Background: an optimization exercise with open tools, aiming at small area, a short achievable clock period and few clock cycles. Do not read the settings as production practice.
In this exercise RTL edits were held to simulation tests only and were not proved equivalent to the original.
Power is estimated from default activity; no workload was simulated.

**flow/flow/run.sh**
```bash
#!/bin/bash
# Layout: the standard flow (standard.sh, unchanged synthesis), with
# two resizer options changed:
#  - port buffers are buf_4 instead of the flow's default choice (a slow
#    delay buffer), so input and output paths are not slowed by them;
#  - repair_timing may swap a cell for one of another footprint.
# The make output goes to standard.log; ORFS's own per-step logs stay under
# orfs/logs/.
set -euo pipefail
bash standard.sh MATCH_CELL_FOOTPRINT=0 \
    "BUFFER_PORTS_ARGS=-buffer_cell sky130_fd_sc_hd__buf_4" \
    finish > standard.log 2>&1
```
**flow/standard.sh**
```bash
#!/bin/bash
# synth_recipe.tcl (not shown) runs the flow's synth.tcl, then flattens the netlist and writes it again
# the make line also repeats each setting of config.mk as NAME=value (left out here)
make -C /OpenROAD-flow-scripts/flow DESIGN_CONFIG=/design/flow/config.mk WORK_HOME=/design/flow/orfs CLKGATE_MAP_FILE= SYNTH_SCRIPT=/design/flow/synth_recipe.tcl "${@:-finish}"
```
**flow/config.mk**
```make
export PLATFORM = sky130hd
export DESIGN_NAME = ram_top
export DESIGN_NICKNAME = ram_top
export VERILOG_FILES = /design/flow/design.v
export SDC_FILE = /design/flow/constraint.sdc
export NUM_CORES = 4
export LEC_CHECK = 0
export CAP_MARGIN = 20
export CORE_MARGIN = 2
export CORE_UTILIZATION = 70
export CTS_BUF_LIST = sky130_fd_sc_hd__clkbuf_16
export CTS_CLUSTER_DIAMETER = 80
export CTS_CLUSTER_SIZE = 32
export SETUP_SLACK_MARGIN = 1.9
export SLEW_MARGIN = 20
export SYNTH_HIERARCHICAL = 1
export SYNTH_MINIMUM_KEEP_SIZE = 0
```
**flow/constraint.sdc**
```tcl
create_clock -name core_clock -period 4.0 [get_ports {RWCLK}]
set_input_delay 0.8000 -clock core_clock [delete_from_list [all_inputs] [get_ports {RWCLK}]]
set_output_delay 0.8000 -clock core_clock [all_outputs]
set_load 0.01 [all_outputs]
```
**flow/design.v**
```verilog
package ram_pkg;
    localparam logic [15:0] CLR_VALUE = 16'h3C3C;
endpackage
module ram_dp_core (
    input  logic        clk_i,
    input  logic [15:0] row_n,
    input  logic [15:0] col0_n,
    input  logic [15:0] col1_n,
    input  logic [15:0] wd_n_i,
    input  logic [15:0] rlo_n,
    input  logic [15:0] rhi_i,
    output logic [15:0] rd_n_o
);
    logic [15:0] mem_n_q [256];
    for (genvar w = 0; w < 256; w++) begin : g_word
        always_ff @(posedge clk_i) begin
            if (!(row_n[w % 16] | col0_n[w / 16])) mem_n_q[w][7:0]  <= wd_n_i[7:0];
            if (!(row_n[w % 16] | col1_n[w / 16])) mem_n_q[w][15:8] <= wd_n_i[15:8];
        end
    end
    logic [15:0] grp [16];
    logic [15:0] grp_q [16];
    for (genvar g = 0; g < 16; g++) begin : g_grp
        for (genvar b = 0; b < 16; b++) begin : g_bit
            logic [15:0] col;
            for (genvar r = 0; r < 16; r++) begin : g_col
                assign col[r] = mem_n_q[16*g + r][b];
            end
            ram_sel16n u_lo (.d_n_i(col), .s_n_i(rlo_n), .y_o(grp[g][b]));
        end
    end
    always_ff @(posedge clk_i) begin
        for (int g = 0; g < 16; g++) grp_q[g] <= grp[g];
    end
    for (genvar b = 0; b < 16; b++) begin : g_out
        logic [15:0] col;
        for (genvar g = 0; g < 16; g++) begin : g_col
            assign col[g] = grp_q[g][b];
        end
        ram_sel16p u_hi (.d_i(col), .s_i(rhi_i), .y_n_o(rd_n_o[b]));
    end
endmodule
module ram_sel16n (
    input  logic [15:0] d_n_i,
    input  logic [15:0] s_n_i,
    output logic        y_o
);
    logic [7:0] hit;
    logic [3:0] hit2_n;
    for (genvar k = 0; k < 8; k++) begin : g_pair
        ram_oai22 u_pair (
            .a1 (d_n_i[2*k]),   .a2 (s_n_i[2*k]),
            .b1 (d_n_i[2*k+1]), .b2 (s_n_i[2*k+1]),
            .y  (hit[k])
        );
    end
    for (genvar k = 0; k < 4; k++) begin : g_or
        ram_nor2 u_or (.a(hit[2*k]), .b(hit[2*k+1]), .y(hit2_n[k]));
    end
    ram_nand4 u_out (.a(hit2_n[0]), .b(hit2_n[1]), .c(hit2_n[2]), .d(hit2_n[3]), .y(y_o));
endmodule
module ram_sel16p (
    input  logic [15:0] d_i,
    input  logic [15:0] s_i,
    output logic        y_n_o
);
    logic [7:0] hit_n;
    logic [1:0] hit4;
    for (genvar k = 0; k < 8; k++) begin : g_pair
        ram_aoi22 u_pair (
            .a1 (d_i[2*k]),   .a2 (s_i[2*k]),
            .b1 (d_i[2*k+1]), .b2 (s_i[2*k+1]),
            .y  (hit_n[k])
        );
    end
    for (genvar k = 0; k < 2; k++) begin : g_or
        ram_nand4 u_or (.a(hit_n[4*k]), .b(hit_n[4*k+1]), .c(hit_n[4*k+2]), .d(hit_n[4*k+3]),
                        .y(hit4[k]));
    end
    ram_nor2 u_out (.a(hit4[0]), .b(hit4[1]), .y(y_n_o));
endmodule
module ram_oai22 (
    input  logic a1,
    input  logic a2,
    input  logic b1,
    input  logic b2,
    output logic y
);
    assign y = ~((a1 | a2) & (b1 | b2));
endmodule
module ram_aoi22 (
    input  logic a1,
    input  logic a2,
    input  logic b1,
    input  logic b2,
    output logic y
);
    assign y = ~((a1 & a2) | (b1 & b2));
endmodule
module ram_nor2 (
    input  logic a,
    input  logic b,
    output logic y
);
    assign y = ~(a | b);
endmodule
module ram_nand4 (
    input  logic a,
    input  logic b,
    input  logic c,
    input  logic d,
    output logic y
);
    assign y = ~(a & b & c & d);
endmodule
module ram_dp_param_clr (
    input  logic        RWCLK,
    input  logic        RESET,
    input  logic        CLEAR,
    output logic        BUSY,
    input  logic        WEN,
    input  logic [1:0]  WBE,
    input  logic [7:0]  WADDR,
    input  logic [15:0] WD,
    input  logic        REN,
    input  logic [7:0]  RADDR,
    output logic [15:0] RD,
    output logic        RVALID
);
    logic [15:0] row_n_q, col0_n_q, col1_n_q;
    logic [15:0] wd_q, wd_n_q;
    logic [15:0] rlo_n_q, rhi_q;
    logic        ren_q, ren2_q;
    logic [1:0]  byp2_q;
    logic [15:0] rhi2_q, wd2_q;
    logic [15:0] rd_q;
    logic        rv_q;
    logic        wen_q;
    logic [1:0]  wbe_q;
    logic [7:0]  waddr_q, raddr_q;
    logic [15:0] core_rd_n;
    logic        wsame;
    assign wsame = wen_q & (waddr_q == raddr_q);
    always_ff @(posedge RWCLK or negedge RESET) begin
        if (!RESET) begin
            row_n_q  <= '0;
            col0_n_q <= '0;
            col1_n_q <= '0;
            wd_n_q   <= ~ram_pkg::CLR_VALUE;
            ren_q    <= 1'b0;
            ren2_q   <= 1'b0;
            rv_q     <= 1'b0;
        end else begin
            wd_n_q <= ~(CLEAR ? ram_pkg::CLR_VALUE : WD);
            for (int k = 0; k < 16; k++) begin
                row_n_q[k]  <= ~(CLEAR | (WEN & (WADDR[3:0] == 4'(k))));
                col0_n_q[k] <= ~(CLEAR | (WBE[0] & (WADDR[7:4] == 4'(k))));
                col1_n_q[k] <= ~(CLEAR | (WBE[1] & (WADDR[7:4] == 4'(k))));
            end
            ren_q  <= REN;
            ren2_q <= ren_q;
            rv_q   <= ren2_q;
        end
    end
    always_ff @(posedge RWCLK) begin
        wd_q   <= WD;
        wen_q   <= WEN;
        wbe_q   <= WBE;
        waddr_q <= WADDR;
        raddr_q <= RADDR;
        for (int k = 0; k < 16; k++) begin
            rlo_n_q[k] <= (RADDR[3:0] != 4'(k));
            rhi_q[k]   <= (RADDR[7:4] == 4'(k));
        end
        byp2_q <= {wsame & wbe_q[1], wsame & wbe_q[0]};
        wd2_q  <= wd_q;
        rhi2_q <= rhi_q;
        for (int i = 0; i < 2; i++) begin
            rd_q[8*i +: 8] <= byp2_q[i] ? wd2_q[8*i +: 8] : ~core_rd_n[8*i +: 8];
        end
    end
    ram_dp_core u_core (
        .clk_i  (RWCLK),
        .row_n  (row_n_q),
        .col0_n (col0_n_q),
        .col1_n (col1_n_q),
        .wd_n_i (wd_n_q),
        .rlo_n  (rlo_n_q),
        .rhi_i  (rhi2_q),
        .rd_n_o (core_rd_n)
    );
    assign BUSY   = 1'b0;
    assign RD     = rd_q;
    assign RVALID = rv_q;
endmodule
module ram_top (
    input  logic        RWCLK,
    input  logic        RESET,
    input  logic        CLEAR,
    output logic        BUSY,
    input  logic        WEN,
    input  logic [1:0]  WBE,
    input  logic [7:0]  WADDR,
    input  logic [15:0] WD,
    input  logic        REN,
    input  logic [7:0]  RADDR,
    output logic [15:0] RD,
    output logic        RVALID
);
    ram_dp_param_clr u_ram (
        .RWCLK  (RWCLK),
        .RESET  (RESET),
        .CLEAR  (CLEAR),
        .BUSY   (BUSY),
        .WEN    (WEN),
        .WBE    (WBE),
        .WADDR  (WADDR),
        .WD     (WD),
        .REN    (REN),
        .RADDR  (RADDR),
        .RD     (RD),
        .RVALID (RVALID)
    );
endmodule
```
==> results of run 1 <==
[cell families after synthesis]
group,synth area share (%)
AOI/OAI and AO/OA,9.46
buffers and inverters,0.573
xor gates and xnor gates,0.0281
and+or+nand+nor,5.24
DFF,84.7
other,0.00240
[modules after synthesis, one instance, submodules excluded, a selection]
module	flops+latches	cells inside
ram_oai22	0	1
ram_dp_core	4352	4976
ram_nand4	0	1
ram_aoi22	0	1
ram_dp_param_clr	184	378
ram_nor2	0	1
[layer usage]
| metal | vias up | track usage (%) | share of wire, % |
|---|---|---|---|
| met1 | 45204 | 51.0 | 36 |
| met3 | 848 | 5.31 | 11 |
| met4 | 8 | 15.3 | 5.5 |
| li1 | 36611 | - | - |
| met5 | - | 0 | 0.012 |
| met2 | 5792 | 56.6 | 48 |
[power breakdown]
group / internal [mW] / switching, mW / total (mW)
Clock: 8.21 / 13.4 / 21.6
Combinational: 1.17 / 3.33 / 4.50
Sequential: 55.9 / 2.06 / 57.9
Total: 65.3 / 18.8 / 84.0
[placed cells by master (no fill, tap or decap), types with 9 or more instances in the layout]
cell type and n:
inv_1 105, a21oi_1 44, nor2_2 177, dfrtp_4 24
o21ai_0 16, nand2_1 31, o22ai_1 2048, dlygate4sd3_1 11
nor2_1 1398, nor2b_1 9, nand4_1 289, nand2b_1 13
dfxtp_4 21, dfxtp_1 327, dfxtp_2 25, edfxtp_1 4096
dfrtp_1 33, buf_6 18, nand3_1 9, clkbuf_16 174
buf_4 131, a22oi_2 128, buf_12 95
[repair_timing]
item / 4_1_cts / 5_1_grt
hold endpoints to repair: 37 / 0
setup endpoints to repair: 848 / 943
gates cloned: 0 / 0
resized for setup: 124 / 88
pin swaps: 2 / 5
setup buffers: 10 / 20
hold buffers: 11 / 0
[area by class of cell]
| cell class | instances | share of cell area (%) |
|---|---|---|
| diodes | 7 | 0.0104 |
| clock inverters | 129 | 0.379 |
| well taps | 2975 | 2.22 |
| clock buffers | 174 | 2.59 |
| multi-input cells | 4195 | 14.0 |
| repair buffers | 259 | 1.96 |
| flip-flops and latches | 4536 | 78.9 |
| inverters | 2 | 0.00447 |
[sequential cells by signal, indices dropped and copies added (netlist names), 2 cells and up]
register / cells
u_ram.wd_n_q: 16
u_ram.waddr_q: 8
u_ram.col1_n_q: 16
u_ram.rlo_n_q: 16
u_ram.byp2_q: 2
u_ram.raddr_q: 8
u_ram.rhi2_q: 16
u_ram.wbe_q: 2
u_ram.rhi_q: 16
u_ram.rd_q: 16
u_ram.row_n_q: 16
u_ram.wd2_q: 16
u_ram.u_core.mem_n_q: 4096
u_ram.wd_q: 16
u_ram.col0_n_q: 16
u_ram.u_core.grp_q: 256
[how the worst max path moves through the flow]
stage,from,slack [ns],cells past startpoint,to
floorplan,u_ram.wd_n_q[14],1.36,0,u_ram.u_core.mem_n_q[0][14]
global placement,u_ram.rhi2_q[8],1.37,4,u_ram.rd_q[15]
detailed placement,u_ram.row_n_q[4],1.71,2,u_ram.u_core.mem_n_q[20][9]
CTS,u_ram.rd_q[1],1.70,1,RD[1]
global route,u_ram.rd_q[1],1.75,1,RD[1]
finish,u_ram.rd_q[1],1.79,1,RD[1]
[through the flow]
stage               power [mW]  utilization [%]
floorplan                 60.4                -
global placement          62.9             72.8
detailed placement        63.2             72.8
CTS                       83.8             75.4
global route              86.0             75.6
finish                    84.0             75.6
==> key figures, run 1 <==
Status
  • Status: timing/DRC/antenna clean

Synth
  • Yosys reg bits: approximately 4500
  • Post-Synthesis Cells: ~9000
  • Synthesized Nets: between 8000 and 9000
  • Post-synth top area cell: edfxtp_1
  • Main synth FF type: edfxtp_1
  • Most instantiated cells after synthesis: 4096 x edfxtp_1, 2048 x o22ai_1, 1566 x nor2_1
  • Register area share after synthesis: between 80% and 90%
  • Ys Warns: 13
  • Count leader, synth: edfxtp_1
  • Syn avg cell area: 17.6 sq um
  • Fraction of registers with async set/reset: approximately 1.5%
  • Post-synth cell types: 33
  • Area share of the largest cell type after synthesis: about four fifths
  • Synth top area cells: edfxtp_1 79%, o22ai_1 8.2%, dfxtp_1 4.8%
  • Number of flops mapped to enable cells by yosys: 4096
  • Post-Syn Area: between 0.15 and 0.2 sq mm

Cells and area
  • Post-layout nets: ~9200
  • Layout fillers: approximately 13000
  • Design area: approximately 0.17 sq mm
  • Synth-to-Final Area Change: 7.56%
  • Fraction of layout cells with a size suffix above 1: between 8 and 9%
  • Final cell count without fillers: between 10000 and 15000
  • Storage element area: 0.132 sq mm
  • Multi-input gate area: about 0.023 sq mm

Critical path
  • R2r setup slk: ~1.8 ns
  • CP Class: flop to output pin
  • Cell family with most CP delay: flip-flops
  • Startpoint Class: flop
  • CP max stage cell: dfxtp_4
  • CP bufs+invs: 1
  • Crit path capture type: output pin
  • Slowest stage delay, CP: about 0.43 ns
  • Cells along the critical path: buf_6
  • Critical R2R Capture: u_ram.u_core.mem_n_q[4][13]
  • Worst Path Max Fanout: 1
  • Worst reg2reg path depth: 1
  • R2r startpoint: u_ram.row_n_q[4]
  • Crit path DAT: 1.41 ns
  • Worst Path Required: approximately 3.2 ns

Floorplanning
  • Die extent in y: about 480 um
  • Row count: approximately 170
  • Core area: around 0.22 sq mm
  • Die Area: 0.227 sq mm
  • DIE WIDTH: 476 um
  • Top Ports: 57
  • Initial Util: a little over two thirds

Timing
  • WHS: around 0.047 ns
  • Worst Skew: between 0.03 and 0.04 ns
  • Worst slew margin: between 10% and 20%
  • Fin. max-slew vios: 0
  • Period utilization: roughly 55%
  • Final worst slack: ~1.8 ns
  • Unrepaired setup endpoints after global routing: true
  • Final Hold Fails: 0
  • Setup violations, final: 0
  • Setup TNS: 0 ns
  • Fmax: approximately 0.45 GHz
  • Slew @ Worst Pin: approximately 1.3 ns
  • Minimum clock period: about 2.2 ns

Clocking
  • Clock sink count: ~4500
  • TritonCTS clock tree: done
  • Clock Tree Root: clkbuf_16
  • Clock-pin slew on the worst setup and hold paths: ~0.11 ns
  • Clock Latency Late Sink: 0.88 ns
  • H-tree Lvls: 4
  • CTS Buf Count: ~160
  • CTS Buffer Depth: 3

Hold path
  • WHS Path Cells: 1
  • Worst hold path class: primary input to flop
  • Hold Path Origin: WD[15]
  • Min-Delay Endpoint: u_ram.wd_q[15]

Power and ir drop
  • Pleak: ~54 nW
  • Max rail drop VDD: around 0.00051 V
  • P per Cell Area: about 500 mW/mm^2

Global route
  • GR Util All Layers: a little over a third
  • GRT overflow: 0
  • Initial antenna violation count: 16
  • Vias in the first global route: approximately 83000
  • Global-route wire length before repair: between 500000 and 600000 um
  • Largest net degree at the start of global routing: ~160

Route
  • Final wirelength: ~420000 um
  • DRT iter0 DRCs: 13149
  • DRC errors left: 0
  • Pre-Repair DR Iteration Count: 6
  • Per-cell routed wire length: approximately 34 um
  • Antenna Nets Post-Route: 0
  • Via count: about 88000
  • Via density: just over 7

Job
  • Max Cap Viol: 0

Placed design
  • Placed cell area: between 0.15 and 0.2 sq mm
  • GP Congestion: roughly 0.93
  • Placed cells: 11926
  • Post-detail-place hpwl: around 250000 um
  • Port Buffers: 55
  • Pre-CTS setup slack: roughly 1.7 ns
Testbench counts, summed over its fixed seeds: cycles 33,374.
==> run 2: changes to the inputs <==
--- a/flow/config.mk
+++ b/flow/config.mk
@@ -8,8 +8,8 @@
 export CAP_MARGIN = 20
 export CORE_MARGIN = 2
-export CORE_UTILIZATION = 70
+export CORE_UTILIZATION = 75
 export CTS_BUF_LIST = sky130_fd_sc_hd__clkbuf_16
-export CTS_CLUSTER_DIAMETER = 80
-export CTS_CLUSTER_SIZE = 32
+export CTS_CLUSTER_DIAMETER = 70
+export CTS_CLUSTER_SIZE = 28
 export SETUP_SLACK_MARGIN = 1.9
 export SLEW_MARGIN = 20
==> key figures, run 2 <==
Synth
  • Number of flops mapped to enable cells by yosys: approximately 4100
  • Register area share after synthesis: between 80% and 90%
  • Post-Synthesis Cells: just under 9000
  • Count leader, synth: edfxtp_1
  • Yosys reg bits: approximately 4500
  • Post-Syn Area: 0.156 sq mm
  • Most instantiated cells after synthesis: 4096 x edfxtp_1, 2048 x o22ai_1, 1566 x nor2_1
  • Main synth FF type: edfxtp_1
  • Area share of the largest cell type after synthesis: roughly four fifths
  • Post-synth top area cell: edfxtp_1
  • Synth top area cells: edfxtp_1 79%, o22ai_1 8.2%, dfxtp_1 4.8%
  • Fraction of registers with async set/reset: ~1.5%
  • Syn avg cell area: 17.6 sq um
  • Ys Warns: 13
  • Post-synth cell types: 33
  • Synthesized Nets: about 8900

Floorplanning
  • Die Area: 0.212 sq mm
  • Top Ports: 57
  • DIE WIDTH: about 460 um
  • Initial Util: around three quarters
  • Core area: approximately 0.21 sq mm
  • Die extent in y: roughly 460 um
  • Row count: between 150 and 200

Route
  • Via density: ~7.4
  • DRT iter0 DRCs: 15614
  • Antenna Nets Post-Route: 0
  • DRC errors left: 0
  • Final wirelength: approximately 420000 um
  • Pre-Repair DR Iteration Count: 7
  • Per-cell routed wire length: between 30 and 40 um
  • Via count: 90053

Timing
  • Final Hold Fails: 0
  • Final worst slack: approximately 1.7 ns
  • Worst Skew: between 0.03 and 0.04 ns
  • Fmax: 0.438 GHz
  • Unrepaired setup endpoints after global routing: true
  • Minimum clock period: 2.28 ns
  • Setup TNS: 0 ns
  • Worst slew margin: under 10%
  • Period utilization: 57.0%
  • Fin. max-slew vios: 0
  • Slew @ Worst Pin: 1.35 ns
  • Setup violations, final: 0

Placed design
  • Port Buffers: 55
  • Pre-CTS setup slack: 1.59 ns
  • Post-detail-place hpwl: roughly 250000 um
  • Placed cell area: 0.162 sq mm
  • GP Congestion: 0.904

Global route
  • GR Util All Layers: 39.2%
  • Initial antenna violation count: 14
  • Largest net degree at the start of global routing: ~160
  • Vias in the first global route: between 80000 and 90000
  • GRT overflow: 0
  • Global-route wire length before repair: 585000 um

Status
  • Status: timing/DRC/antenna clean

Critical path
  • Worst Path Required: 3.20 ns
  • Cells along the critical path: buf_6
  • CP max stage cell: dfrtp_1
  • Worst Path Max Fanout: 1
  • Crit path capture type: output pin
  • Slowest stage delay, CP: 0.44 ns
  • CP bufs+invs: 1
  • Crit path DAT: about 1.5 ns
  • Cell family with most CP delay: flip-flops
  • CP Class: flop to output pin
  • Startpoint Class: flop

Clocking
  • H-tree Lvls: 4
  • Clock Tree Root: clkbuf_16
  • Clock sink count: 4536
  • CTS Buf Count: 190
  • Clock-pin slew on the worst setup and hold paths: 0.11 ns
  • CTS Buffer Depth: 3
  • Clock Latency Late Sink: 0.91 ns
  • TritonCTS clock tree: done

Power and ir drop
  • Power, Total: 86.2 mW
  • P per Cell Area: about 510 mW/mm^2
  • Max rail drop VDD: 0.000562 V
  • Pleak: between 50 and 60 nW

Cells and area
  • Biggest register: u_ram.u_core.mem_n_q
  • Synth-to-Final Area Change: 8.15%
  • Final core occ: 81.6%
  • Most common cell after layout, fill and taps aside: edfxtp_1
  • Largest registers: u_ram.u_core.mem_n_q (4096), u_ram.u_core.grp_q (256)
  • Fraction of layout cells with a size suffix above 1: about a tenth
  • Max reg flops: about 4100
  • Most frequent cells in the layout: 4096 x edfxtp_1, 2048 x o22ai_1, 1422 x nor2_1
  • Design area: 0.169 sq mm
  • Post-layout nets: ~9000

Job
  • Max Cap Viol: 0

Hold path
  • Worst hold path class: primary input to flop
[run 2: changes by cell type in the layout (fill, tap and decap cells not counted), sizes merged]
cell         delta
inv             +9
clkinvlp        +3
dlygate4sd3    +11
buf            +20
diode           +9
bufinv          +1
clkinv         +11
clkbuf         +33
[run 2: repair_timing]
action / CTS / global route
endpoints found under the hold margin: 30 / 0
pin swaps: 4 / 9
endpoints found under the setup margin: 844 / 654
hold buffers: 22 / 0
gates resized for setup: 115 / 79
setup buffers: 12 / 8
[run 2: final timing paths]
check | start | depth (start not counted) | slack, ns | end
worst max-delay path | u_ram.rv_q | 1 | 1.72 | RVALID
worst min-delay path | WD[3] | 1 | 0.06 | u_ram.wd_q[3]
worst max register to register | u_ram.rhi2_q[2] | 5 | 1.81 | u_ram.rd_q[2]
worst min register to register | u_ram.rhi_q[6] | 0 | 0.33 | u_ram.rhi2_q[6]
max in group asynchronous | RESET | 2 | 3.00 | u_ram.wd_n_q[9]
min in group asynchronous | RESET | 1 | 0.10 | u_ram.col0_n_q[12]
[run 2: per-module statistics from Yosys (local to each module, per instance), excerpt]
module / flip-flops and latches / times used / cells / cell area (sq um)
ram_oai22: 0 / 2048 / 1 / 6.26
ram_dp_core: 4352 / 1 / 4976 / 131000
ram_nor2: 0 / 1040 / 1 / 3.75
ram_nand4: 0 / 288 / 1 / 6.26
ram_aoi22: 0 / 128 / 1 / 12.5
ram_dp_param_clr: 184 / 1 / 378 / 5000
[run 2: final cells by class]
cell class	count	area, sq um
flip-flops and latches	4536	132000
fillers	10219	38100
multi-input cells	4195	23400
clock buffers	206	5150
repair buffers	291	3540
well taps	2704	3380
clock inverters	153	870
diodes	16	40.0
inverters	2	7.51
[run 2: logic make-up (layout without fill, tap and decap cells)]
logic type,Yosys count,count (layout),synth area share [%]
DFF,4536,4536,84.7
buffers and inverters,127,652,0.573
xor gates and xnor gates,5,5,0.0281
other,1,17,0.00240
and+or+nand+nor,1947,1947,5.24
AOI/OAI and AO/OA,2242,2242,9.46
[run 2: metal layers]
layer / routed length [um] / vias up / track usage [%]
met5: 31 / - / 0
met4: 19100 / 6 / 16.0
met2: 189000 / 7120 / 57.8
met1: 145000 / 45228 / 57.5
met3: 63500 / 905 / 9.87
li1: - / 36794 / -
[run 2: metrics by stage]
stage | cells | hold slack [ns]
finish | 12103 | 0.0567
global route | 12098 | 0.0312
CTS | 12079 | 0.00375
detailed placement | 11686 | 0.313
global placement | 11684 | 0.311
floorplan | 8858 | 0.310
[run 2: power breakdown]
group | switching [mW] | internal, mW | leakage [nW]
registers | 2.10 | 55.9 | 42.6
logic | 3.38 | 1.18 | 8.76
clock network | 13.8 | 9.77 | 3.29
==> run 3: changes to the inputs <==
==> flow/run.sh (new file) <==
#!/bin/bash
# synth_recipe.tcl (not shown) runs the flow's synth.tcl, then flattens the netlist and writes it again
# the make line also repeats each setting of config.mk as NAME=value (left out here)
make -C /OpenROAD-flow-scripts/flow DESIGN_CONFIG=/design/flow/config.mk WORK_HOME=/design/flow/orfs CLKGATE_MAP_FILE= SYNTH_SCRIPT=/design/flow/synth_recipe.tcl finish
--- a/flow/config.mk
+++ b/flow/config.mk
@@ -8,8 +8,8 @@
 export CAP_MARGIN = 20
 export CORE_MARGIN = 2
-export CORE_UTILIZATION = 75
-export CTS_BUF_LIST = sky130_fd_sc_hd__clkbuf_16
-export CTS_CLUSTER_DIAMETER = 70
-export CTS_CLUSTER_SIZE = 28
+export CORE_UTILIZATION = 60
+export CTS_BUF_LIST = sky130_fd_sc_hd__clkbuf_8 sky130_fd_sc_hd__clkbuf_16
+export CTS_CLUSTER_DIAMETER = 60
+export CTS_CLUSTER_SIZE = 24
 export SETUP_SLACK_MARGIN = 1.9
 export SLEW_MARGIN = 20
removed: flow/flow/run.sh
removed: flow/standard.sh
==> key figures, run 3 <==
Status
  • Status: timing/DRC/antenna clean

Global route
  • Initial antenna violation count: 20
  • GR Util All Layers: 32.7%
  • Largest net degree at the start of global routing: 141
  • GRT overflow: 0
  • Global-route wire length before repair: 611000 um
  • Vias in the first global route: between 80000 and 90000

Synth
  • Number of flops mapped to enable cells by yosys: about 4000
  • Count leader, synth: edfxtp_1
  • Area share of the largest cell type after synthesis: roughly 80%
  • Post-synth top area cell: edfxtp_1
  • Syn avg cell area: 17.6 sq um
  • Synthesized Nets: ~8900
  • Main synth FF type: edfxtp_1
  • Post-Syn Area: 0.156 sq mm
  • Synth top area cells: edfxtp_1 79%, o22ai_1 8.2%, dfxtp_1 4.8%
  • Ys Warns: 13
  • Yosys reg bits: between 4000 and 5000
  • Register area share after synthesis: between 80% and 90%
  • Post-synth cell types: 33
  • Post-Synthesis Cells: roughly 9000
  • Most instantiated cells after synthesis: 4096 x edfxtp_1, 2048 x o22ai_1, 1566 x nor2_1
  • Fraction of registers with async set/reset: under 10%

Placed design
  • Port Buffers: 55
  • Placed cells: about 12000
  • GP Congestion: roughly 0.86
  • Post-detail-place hpwl: 256000 um

Timing
  • Worst Skew: between 0.05 and 0.06 ns
  • Unrepaired setup endpoints after global routing: true
  • Setup violations, final: 0
  • Fmax: between 0.4 and 0.5 GHz
  • Final Hold Fails: 0
  • Setup TNS: 0 ns
  • Worst slew margin: 15.4%
  • WHS: around 0.27 ns
  • Minimum clock period: between 2 and 2.5 ns
  • Fin. max-slew vios: 0
  • Slew @ Worst Pin: about 1.3 ns
  • Period utilization: between 50 and 60%

Route
  • Final wirelength: 442000 um
  • DRT iter0 DRCs: around 13000
  • DRC errors left: 0
  • Antenna Nets Post-Route: 0
  • Pre-Repair DR Iteration Count: 6
  • Per-cell routed wire length: 34.2 um
  • Via count: a little under 90000
  • Via density: ~7

Hold path
  • WHS Path Cells: 1
  • Worst hold path class: primary input to flop

Floorplanning
  • Die extent in y: between 500 and 600 um
  • Die Area: between 0.2 and 0.3 sq mm
  • DIE WIDTH: ~500 um
  • Core area: around 0.26 sq mm
  • Row count: ~190
  • Top Ports: 57
  • Initial Util: between 60% and 70%

Cells and area
  • Fraction of layout cells with a size suffix above 1: 11.6%
  • Final core occ: roughly two thirds
  • Max reg flops: just over 4000
  • Post-layout nets: a little over 9000
  • Storage element area: 0.132 sq mm
  • Most frequent cells in the layout: 4096 x edfxtp_1, 2048 x o22ai_1, 1355 x nor2_1
  • Synth-to-Final Area Change: 10.9%
  • Biggest register: u_ram.u_core.mem_n_q
  • Multi-input gate area: about 0.024 sq mm
  • Largest registers: u_ram.u_core.mem_n_q (4096), u_ram.u_core.grp_q (256)
  • Layout fillers: around 17000
  • Final cell count without fillers: ~13000
  • Most common cell after layout, fill and taps aside: edfxtp_1

Clocking
  • TritonCTS clock tree: done
  • Clock Tree Root: clkbuf_16
  • Clock-pin slew on the worst setup and hold paths: around 0.090 ns
  • CTS Buffer Depth: 4
  • H-tree Lvls: 5
  • Clock Latency Late Sink: 0.98 ns
  • CTS Buf Count: between 200 and 300
  • Clock sink count: approximately 4500

Power and ir drop
  • Max rail drop VDD: approximately 0.00052 V
  • Sequential power share: roughly 62%
  • P per Cell Area: 538 mW/mm^2
  • Net Switching: 21.3 mW
  • P_int: approximately 72 mW
  • Clk pwr share: approximately 33%
  • Combinational power share: under 10%
  • Sw frac: a little under a quarter
  • Pleak: around 56 nW
  • Power, Total: approximately 93 mW

Job
  • Max Cap Viol: 0

Critical path
  • Startpoint Class: flop
  • Crit path DAT: around 1.5 ns
  • Worst reg2reg path depth: 4
  • Worst Path Max Fanout: 1
  • CP max stage cell: dfxtp_4
  • Cell family with most CP delay: flip-flops
  • Cells along the critical path: buf_6
  • Slowest stage delay, CP: 0.40 ns
  • CP Class: flop to output pin
  • Worst Path Required: ~3.2 ns
  • Crit path capture type: output pin
  • Levels on crit path: 1
  • CP bufs+invs: 1
run 3: cell counts after synthesis:
No cell type changed its count.
run 3: what timing repair did:
action,4_1_cts,5_1_grt
buffers inserted,27,15
hold buffers,1,0
pin swaps,9,0
endpoints found under the setup margin,1263,785
cloned,0,0
endpoints found under the hold margin,37,0
gates resized for setup,263,87
run 3: cells by family after synthesis:
| group | after synthesis | share of synthesized area (%) |
|---|---|---|
| and+or+nand+nor | 1947 | 5.24 |
| other | 1 | 0.00240 |
| DFF | 4536 | 84.7 |
| AOI/OAI and AO/OA | 2242 | 9.46 |
| xor gates and xnor gates | 5 | 0.0281 |
| buffers and inverters | 127 | 0.573 |
run 3: power groups by stage:
stage,clock (mW),sequential (mW),combinational (mW)
final,30.5,57.9,4.77
after global routing,32.4,58.2,5.02
after CTS,30.8,57.9,4.62
after detailed placement,0,59.0,4.45
after global placement,0,58.8,4.35
after floorplan,0,58.3,2.11
run 3: modules after synthesis (local to each module, per instance), a selection:
module / cells / flip-flops and latches
ram_nor2: 1 / 0
ram_dp_core: 4976 / 4352
ram_dp_param_clr: 378 / 184
ram_oai22: 1 / 0
ram_aoi22: 1 / 0
ram_nand4: 1 / 0
run 3: layout make-up:
cell class	count	area share, %
antenna	7	0.0101
clock buffer	297	4.21
clock inverter	181	1.02
inverter	2	0.00434
multi-input combinational	4195	13.6
sequential	4536	76.5
tap	3402	2.46
timing repair buffer	293	2.20
run 3: layer usage:
| metal | vias up | track usage [%] | wire [um] |
|---|---|---|---|
| met1 | 45818 | 48.0 | 174000 |
| met4 | 16 | 10.0 | 13600 |
| li1 | 37040 | - | - |
| met5 | - | 0 | 105 |
| met2 | 4846 | 50.6 | 208000 |
| met3 | 636 | 5.86 | 46500 |
run 3: final timing paths:
kind,start,end,slack [ns]
worst max-delay path,u_ram.rd_q[14],RD[14],1.71
worst min-delay path,REN,u_ram.ren_q,0.27
worst max register to register,u_ram.rhi2_q[11],u_ram.rd_q[4],1.78
worst min register to register,u_ram.wd_q[2],u_ram.wd2_q[2],0.33
max in group asynchronous,RESET,u_ram.wd_n_q[7],2.64
min in group asynchronous,RESET,u_ram.wd_n_q[5],0.48
run 3: per-stage QoR:
step / setup slack [ns] / area, sq um
finish: 1.71 / 173000
global route: 1.69 / 173000
CTS: 1.65 / 173000
detailed placement: 1.20 / 163000
global placement: 1.02 / 163000
floorplan: 1.36 / 156000
==> run 4: changes to the inputs <==
--- a/flow/config.mk
+++ b/flow/config.mk
@@ -9,7 +9,7 @@
 export CORE_MARGIN = 2
 export CORE_UTILIZATION = 60
-export CTS_BUF_LIST = sky130_fd_sc_hd__clkbuf_8 sky130_fd_sc_hd__clkbuf_16
-export CTS_CLUSTER_DIAMETER = 60
-export CTS_CLUSTER_SIZE = 24
+export CTS_BUF_LIST = sky130_fd_sc_hd__clkbuf_16
+export CTS_CLUSTER_DIAMETER = 80
+export CTS_CLUSTER_SIZE = 32
 export SETUP_SLACK_MARGIN = 1.9
 export SLEW_MARGIN = 20
==> key figures, run 4 <==
Cells and area
  • Largest registers: u_ram.u_core.mem_n_q (4096), u_ram.u_core.grp_q (256)
  • Most frequent cells in the layout: 4096 x edfxtp_1, 2048 x o22ai_1, 1357 x nor2_1
  • Post-layout nets: just over 9000
  • Synth-to-Final Area Change: 8.57%
  • Fraction of layout cells with a size suffix above 1: 9.79%
  • Final core occ: 65.4%
  • Max reg flops: roughly 4100
  • Final cell count without fillers: ~13000
  • Most common cell after layout, fill and taps aside: edfxtp_1
  • Biggest register: u_ram.u_core.mem_n_q
  • Design area: roughly 0.17 sq mm
  • Layout fillers: about 18000

Timing
  • Worst slew margin: around 17%
  • Fin. max-slew vios: 0
  • Setup TNS: 0 ns
  • Slew @ Worst Pin: approximately 1.2 ns
  • Unrepaired setup endpoints after global routing: true
  • Final worst slack: 1.78 ns
  • Minimum clock period: 2.22 ns
  • Worst Skew: around 0.033 ns
  • WHS: between 0.3 and 0.4 ns
  • Fmax: 0.450 GHz
  • Period utilization: between 50% and 60%
  • Setup violations, final: 0
  • Final Hold Fails: 0

Floorplanning
  • Die Area: roughly 0.26 sq mm
  • Top Ports: 57
  • Initial Util: 60.2%
  • DIE WIDTH: just over 500 um
  • Row count: 187
  • Die extent in y: approximately 500 um
  • Core area: 0.259 sq mm

Synth
  • Count leader, synth: edfxtp_1
  • Synthesized Nets: between 8000 and 9000
  • Yosys reg bits: ~4500
  • Most instantiated cells after synthesis: 4096 x edfxtp_1, 2048 x o22ai_1, 1566 x nor2_1
  • Ys Warns: 13
  • Post-Synthesis Cells: 8858
  • Post-synth cell types: 33
  • Register area share after synthesis: ~85%
  • Syn avg cell area: 17.6 sq um
  • Number of flops mapped to enable cells by yosys: between 4000 and 5000
  • Post-Syn Area: approximately 0.16 sq mm
  • Fraction of registers with async set/reset: 1.48%
  • Main synth FF type: edfxtp_1
  • Synth top area cells: edfxtp_1 79%, o22ai_1 8.2%, dfxtp_1 4.8%
  • Post-synth top area cell: edfxtp_1
  • Area share of the largest cell type after synthesis: approximately four fifths

Global route
  • Initial antenna violation count: 20
  • GR Util All Layers: 32.3%
  • GRT overflow: 0
  • Global-route wire length before repair: approximately 600000 um
  • Vias in the first global route: 81745
  • Largest net degree at the start of global routing: between 100 and 150

Clocking
  • CTS Buffer Depth: 3
  • Clock-pin slew on the worst setup and hold paths: 0.11 ns
  • Clock Latency Late Sink: between 0.8 and 0.9 ns
  • Clock sink count: 4536
  • TritonCTS clock tree: done
  • Clock Tree Root: clkbuf_16
  • H-tree Lvls: 4
  • CTS Buf Count: about 170

Critical path
  • R2r setup slk: 1.78 ns
  • Worst Path Max Fanout: 16
  • Crit path capture type: flop
  • Crit path DAT: ~2.9 ns
  • CP Class: flop to flop
  • R2r startpoint: u_ram.rhi2_q[11]
  • Startpoint Class: flop
  • Worst reg2reg path depth: 4
  • CP endpoint: u_ram.rd_q[4]
  • Launch point of the worst path: u_ram.rhi2_q[11]
  • Critical R2R Capture: u_ram.rd_q[4]
  • Worst Path Required: between 4 and 5 ns

Placed design
  • Placed cell area: between 0.15 and 0.2 sq mm
  • Post-detail-place hpwl: 256000 um
  • Pre-CTS setup slack: 1.20 ns
  • Placed cells: 12385
  • GP Congestion: 0.865
  • Port Buffers: 55

Power and ir drop
  • Combinational power share: 5.5%
  • P_int: approximately 66 mW
  • Net Switching: between 15 and 20 mW
  • Power, Total: around 86 mW
  • Pleak: between 50 and 60 nW
  • Max rail drop VDD: ~0.00057 V
  • P per Cell Area: ~510 mW/mm^2
  • Clk pwr share: between 20% and 30%
  • Sw frac: 22.9%
  • Sequential power share: between 60% and 70%

Route
  • Via density: just under 7
  • DRT iter0 DRCs: ~12000
  • Per-cell routed wire length: about 34 um
  • Via count: approximately 90000
  • Final wirelength: between 400000 and 500000 um
  • Antenna Nets Post-Route: 0
  • Pre-Repair DR Iteration Count: 6
  • DRC errors left: 0

Status
  • Status: timing/DRC/antenna clean

Job
  • Max Cap Viol: 0

Hold path
  • Worst hold path class: flop to flop
  • WHS Path Cells: 0
run 4: cell types whose count changed in the layout (fill, tap and decap cells not counted), sizes merged:
cell and delta:
clkbuf -114, diode +2, clkinvlp -9, inv +9, bufinv -14, clkinv -28
buf -12
run 4: timing repair:
item	CTS	global route
endpoints found under the setup margin	1172	772
buffers inserted	21	9
hold buffers	1	0
resized for setup	258	86
hold endpoints to repair	13	0
pin swaps	10	0
run 4: how the worst min path moves through the flow:
stage | startpoint | end
finish | u_ram.wd_q[2] | u_ram.wd2_q[2]
global route | REN | u_ram.ren_q
CTS | REN | u_ram.ren_q
detailed placement | u_ram.wd_q[9] | u_ram.wd2_q[9]
global placement | u_ram.rhi_q[12] | u_ram.rhi2_q[12]
floorplan | u_ram.rhi_q[0] | u_ram.rhi2_q[0]
run 4: critical path, stage by stage (launching register included):
cell     delay (ns)
dfxtp_2        0.52
a22oi_2        0.30
nand4_1        0.59
nor2_4         0.45
o21ai_1        0.17
run 4: power by group through the flow:
stage	Clock, mW	Combinational, mW	Sequential, mW
6_report	23.0	4.72	57.9
5_1_grt	24.6	4.97	58.2
4_1_cts	23.2	4.60	57.9
3_5_place_dp	0	4.45	59.0
3_3_place_gp	0	4.35	58.8
2_1_floorplan	0	2.11	58.3
run 4: final cells by class:
class / count / area (sq um) / area share [%]
diodes: 9 / 22.5 / 0.0133
clock buffers: 183 / 4580 / 2.70
clock inverters: 139 / 957 / 0.565
inverters: 2 / 7.51 / 0.00443
multi-input cells: 4195 / 23600 / 13.9
flip-flops and latches: 4536 / 132000 / 78.2
well taps: 3402 / 4260 / 2.51
repair buffers: 281 / 3620 / 2.14
run 4: kinds of logic after synthesis:
logic type      after synthesis  share of synthesized area [%]
flops                      4536                           84.7
compound gates             2242                           9.46
simple gates               1947                           5.24
buf+inv                     127                          0.573
xor+xnor                      5                         0.0281
other cells                   1                        0.00240
run 4: per-module statistics from Yosys (local to each module, per instance), a selection:
| module | flip-flops and latches | cells inside | times used |
|---|---|---|---|
| ram_dp_core | 4352 | 4976 | 1 |
| ram_dp_param_clr | 184 | 378 | 1 |
| ram_aoi22 | 0 | 1 | 128 |
| ram_nand4 | 0 | 1 | 288 |
| ram_oai22 | 0 | 1 | 2048 |
| ram_nor2 | 0 | 1 | 1040 |
run 4: metal layers:
metal	GRT usage (%)	wire length (um)	vias to the layer above
li1	-	-	36720
met1	48.0	175000	45730
met3	5.10	42400	552
met4	9.56	13500	4
met2	50.2	206000	4708
met5	0	27	-
==> run 5: changes to the inputs <==
--- a/flow/config.mk
+++ b/flow/config.mk
@@ -8,5 +8,5 @@
 export CAP_MARGIN = 20
 export CORE_MARGIN = 2
-export CORE_UTILIZATION = 60
+export CORE_UTILIZATION = 70
 export CTS_BUF_LIST = sky130_fd_sc_hd__clkbuf_16
 export CTS_CLUSTER_DIAMETER = 80
==> key figures, run 5 <==
Status
  • Status: timing/DRC/antenna clean

Critical path
  • Worst Path Max Fanout: 1
  • Cells along the critical path: buf_6
  • R2r startpoint: u_ram.row_n_q[8]
  • Startpoint Class: flop
  • Crit path capture type: output pin
  • Slowest stage delay, CP: around 0.48 ns
  • CP Class: flop to output pin
  • CP bufs+invs: 1
  • Cell family with most CP delay: flip-flops
  • Worst Path Required: between 3 and 4 ns
  • CP max stage cell: dfxtp_4
  • Launch point of the worst path: u_ram.rd_q[3]
  • Crit path DAT: 1.49 ns

Clocking
  • CTS Buf Count: about 170
  • CTS Buffer Depth: 3
  • Clock Tree Root: clkbuf_16
  • TritonCTS clock tree: done
  • H-tree Lvls: 4
  • Clock-pin slew on the worst setup and hold paths: around 0.11 ns
  • Clock Latency Late Sink: slightly below 0.9 ns
  • Clock sink count: about 4500

Synth
  • Synthesized Nets: roughly 8900
  • Syn avg cell area: ~18 sq um
  • Post-synth cell types: 33
  • Main synth FF type: edfxtp_1
  • Fraction of registers with async set/reset: about 1.5%
  • Ys Warns: 13
  • Area share of the largest cell type after synthesis: between 70% and 80%
  • Post-Syn Area: around 0.16 sq mm
  • Yosys reg bits: 4536
  • Most instantiated cells after synthesis: 4096 x edfxtp_1, 2048 x o22ai_1, 1566 x nor2_1
  • Count leader, synth: edfxtp_1
  • Number of flops mapped to enable cells by yosys: 4096
  • Post-Synthesis Cells: ~8900
  • Synth top area cells: edfxtp_1 79%, o22ai_1 8.2%, dfxtp_1 4.8%
  • Register area share after synthesis: between 80% and 90%
  • Post-synth top area cell: edfxtp_1

Floorplanning
  • Core area: between 0.2 and 0.25 sq mm
  • Top Ports: 57
  • DIE WIDTH: between 400 and 500 um
  • Initial Util: 70.3%
  • Die extent in y: approximately 480 um
  • Row count: around 170
  • Die Area: 0.227 sq mm

Cells and area
  • Post-layout nets: 9213
  • Largest registers: u_ram.u_core.mem_n_q (4096), u_ram.u_core.grp_q (256)
  • Max reg flops: 4096
  • Fraction of layout cells with a size suffix above 1: a little under a tenth
  • Layout fillers: between 10000 and 15000
  • Biggest register: u_ram.u_core.mem_n_q
  • Most frequent cells in the layout: 4096 x edfxtp_1, 2048 x o22ai_1, 1375 x nor2_1
  • Most common cell after layout, fill and taps aside: edfxtp_1
  • Synth-to-Final Area Change: 7.77%

Job
  • Max Cap Viol: 0

Timing
  • Setup TNS: 0 ns
  • Unrepaired setup endpoints after global routing: true
  • Fmax: ~0.44 GHz
  • Period utilization: a little under three fifths
  • Minimum clock period: 2.29 ns
  • WHS: 0.336 ns
  • Worst slew margin: 14.2%
  • Setup violations, final: 0
  • Fin. max-slew vios: 0
  • Worst Skew: approximately 0.039 ns
  • Final Hold Fails: 0
  • Slew @ Worst Pin: roughly 1.3 ns

Hold path
  • Worst hold path class: flop to flop
  • Hold Path Origin: u_ram.wd_q[7]

Placed design
  • Post-detail-place hpwl: roughly 240000 um
  • GP Congestion: roughly 0.90
  • Port Buffers: 55

Power and ir drop
  • Pleak: around 54 nW
  • Sequential power share: ~70%
  • Net Switching: between 15 and 20 mW
  • Sw frac: ~22%
  • Max rail drop VDD: roughly 0.00064 V
  • Combinational power share: under 10%
  • P per Cell Area: 500 mW/mm^2
  • P_int: between 60 and 70 mW
  • Clk pwr share: between 20% and 30%

Route
  • Pre-Repair DR Iteration Count: 7
  • Antenna Nets Post-Route: 0
  • Via density: about 7
  • DRC errors left: 0
  • Final wirelength: ~420000 um
  • Per-cell routed wire length: approximately 34 um
  • DRT iter0 DRCs: 13193
  • Via count: around 88000

Global route
  • GRT overflow: 0
  • Largest net degree at the start of global routing: roughly 140
  • Global-route wire length before repair: roughly 580000 um
  • Initial antenna violation count: 19
  • Vias in the first global route: roughly 83000
  • GR Util All Layers: 36.0%
[run 5: cell families after synthesis]
logic type | synth area share, %
flops | 84.7
buf+inv | 0.573
simple gates | 5.24
xor+xnor | 0.0281
other cells | 0.00240
compound gates | 9.46
[run 5: worst paths after layout]
check	to	slack [ns]	cells after the start
max in group asynchronous	u_ram.row_n_q[6]	2.34	3
max reg2reg	u_ram.u_core.mem_n_q[24][2]	1.84	2
min	u_ram.wd2_q[7]	0.34	0
min reg2reg	u_ram.wd2_q[7]	0.34	0
min in group asynchronous	u_ram.wd_n_q[13]	0.68	2
max	RD[3]	1.71	1
[run 5: metrics by stage]
step           cell area [sq um]  utilization, %  instances  total power [mW]  setup WS [ns]
2_1_floorplan             156000               -       8858              60.4           1.36
3_3_place_gp              162000            73.0      11945              62.9           1.24
3_5_place_dp              162000            73.0      11945              63.2           1.46
4_1_cts                   168000            75.5      12270              83.8           1.66
5_1_grt                   168000            75.8      12310              86.0           1.70
6_report                  168000            75.8      12320              84.0           1.71
[run 5: worst register-to-register path, stage by stage, from the launching register on]
cell	delay (ns)
dfrtp_4	1.09
buf_4	0.54
nor2_2	0.21
[run 5: power groups by stage]
stage	combinational [mW]	clock, mW	sequential, mW
4_1_cts	4.35	21.6	57.9
2_1_floorplan	2.11	0	58.3
5_1_grt	4.74	23.1	58.2
3_5_place_dp	4.23	0	59.0
3_3_place_gp	4.11	0	58.8
6_report	4.49	21.5	58.0
[run 5: cell type report]
type	instances	area (sq um)	area share (%)
well taps	2975	3720	2.21
repair buffers	274	3490	2.08
diodes	31	77.6	0.0461
multi-input cells	4195	23500	14.0
inverters	2	7.51	0.00446
clock inverters	138	773	0.460
clock buffers	169	4230	2.51
flip-flops and latches	4536	132000	78.7
[run 5: what timing repair did]
item                                   4_1_cts  5_1_grt
setup buffers                               17       19
endpoints found under the hold margin       34        0
setup endpoints to repair                 1204      675
resized for setup                          244       68
pin swaps                                    0        0
hold buffers                                 1        0
[run 5: layer usage]
metal / wire, um / vias up / track usage [%]
li1: - / 36711 / -
met1: 148000 / 45113 / 50.1
met2: 202000 / 5519 / 56.9
met3: 45000 / 741 / 5.65
met4: 21800 / 6 / 18.0
met5: 31 / - / 0
[run 5: per-module statistics from Yosys (local to each module, per instance), excerpt]
module / flip-flops and latches / cell area [sq um] / cells
ram_dp_param_clr: 184 / 5000 / 378
ram_oai22: 0 / 6.26 / 1
ram_aoi22: 0 / 12.5 / 1
ram_dp_core: 4352 / 131000 / 4976
ram_nand4: 0 / 6.26 / 1
ram_nor2: 0 / 3.75 / 1

-- port drivers added, routing unchanged --
How much do the figures lean on ideal ports? The routed layouts below were timed once more, with nothing changed but the port constraints. Step 1, drivers: a clkbuf_16 drives RWCLK and a buf_2 each remaining input, both assumed. Step 2 moves the port delays by t, midway between the first and last clock arrival at a register: inputs arrive t later, outputs are due t later. That takes back most of the time a late clock gives input paths. a / b / c = no drivers / after step 1 / after step 2; a / b = the first two.
| run | t (ns) | setup slack, ns | worst hold slack (ns) | worst register clock-pin slew, ns |
|---|---|---|---|---|
| run 1 | 0.956 | 1.789 / 1.694 / 1.721 | 0.047 / 0.004 / 0.332 | 0.12 / 0.12 |
| run 2 | 0.990 | 1.719 / 1.621 / 1.256 | 0.057 / -0.007 / 0.332 | 0.11 / 0.11 |
| run 3 | 1.052 | 1.707 / 1.607 / 1.536 | 0.265 / 0.233 / 0.334 | 0.10 / 0.10 |
| run 4 | 0.964 | 1.779 / 1.696 / 1.524 | 0.340 / 0.321 / 0.340 | 0.12 / 0.12 |
| run 5 | 0.968 | 1.711 / 1.618 / 1.398 | 0.336 / 0.292 / 0.336 | 0.12 / 0.12 |
After both steps setup and hold are still met in every run listed. For run 2, which loses most, drivers alone change the setup slack by -0.098 ns; drivers and shift together by -0.463 ns. Setup slack includes reset recovery checks.
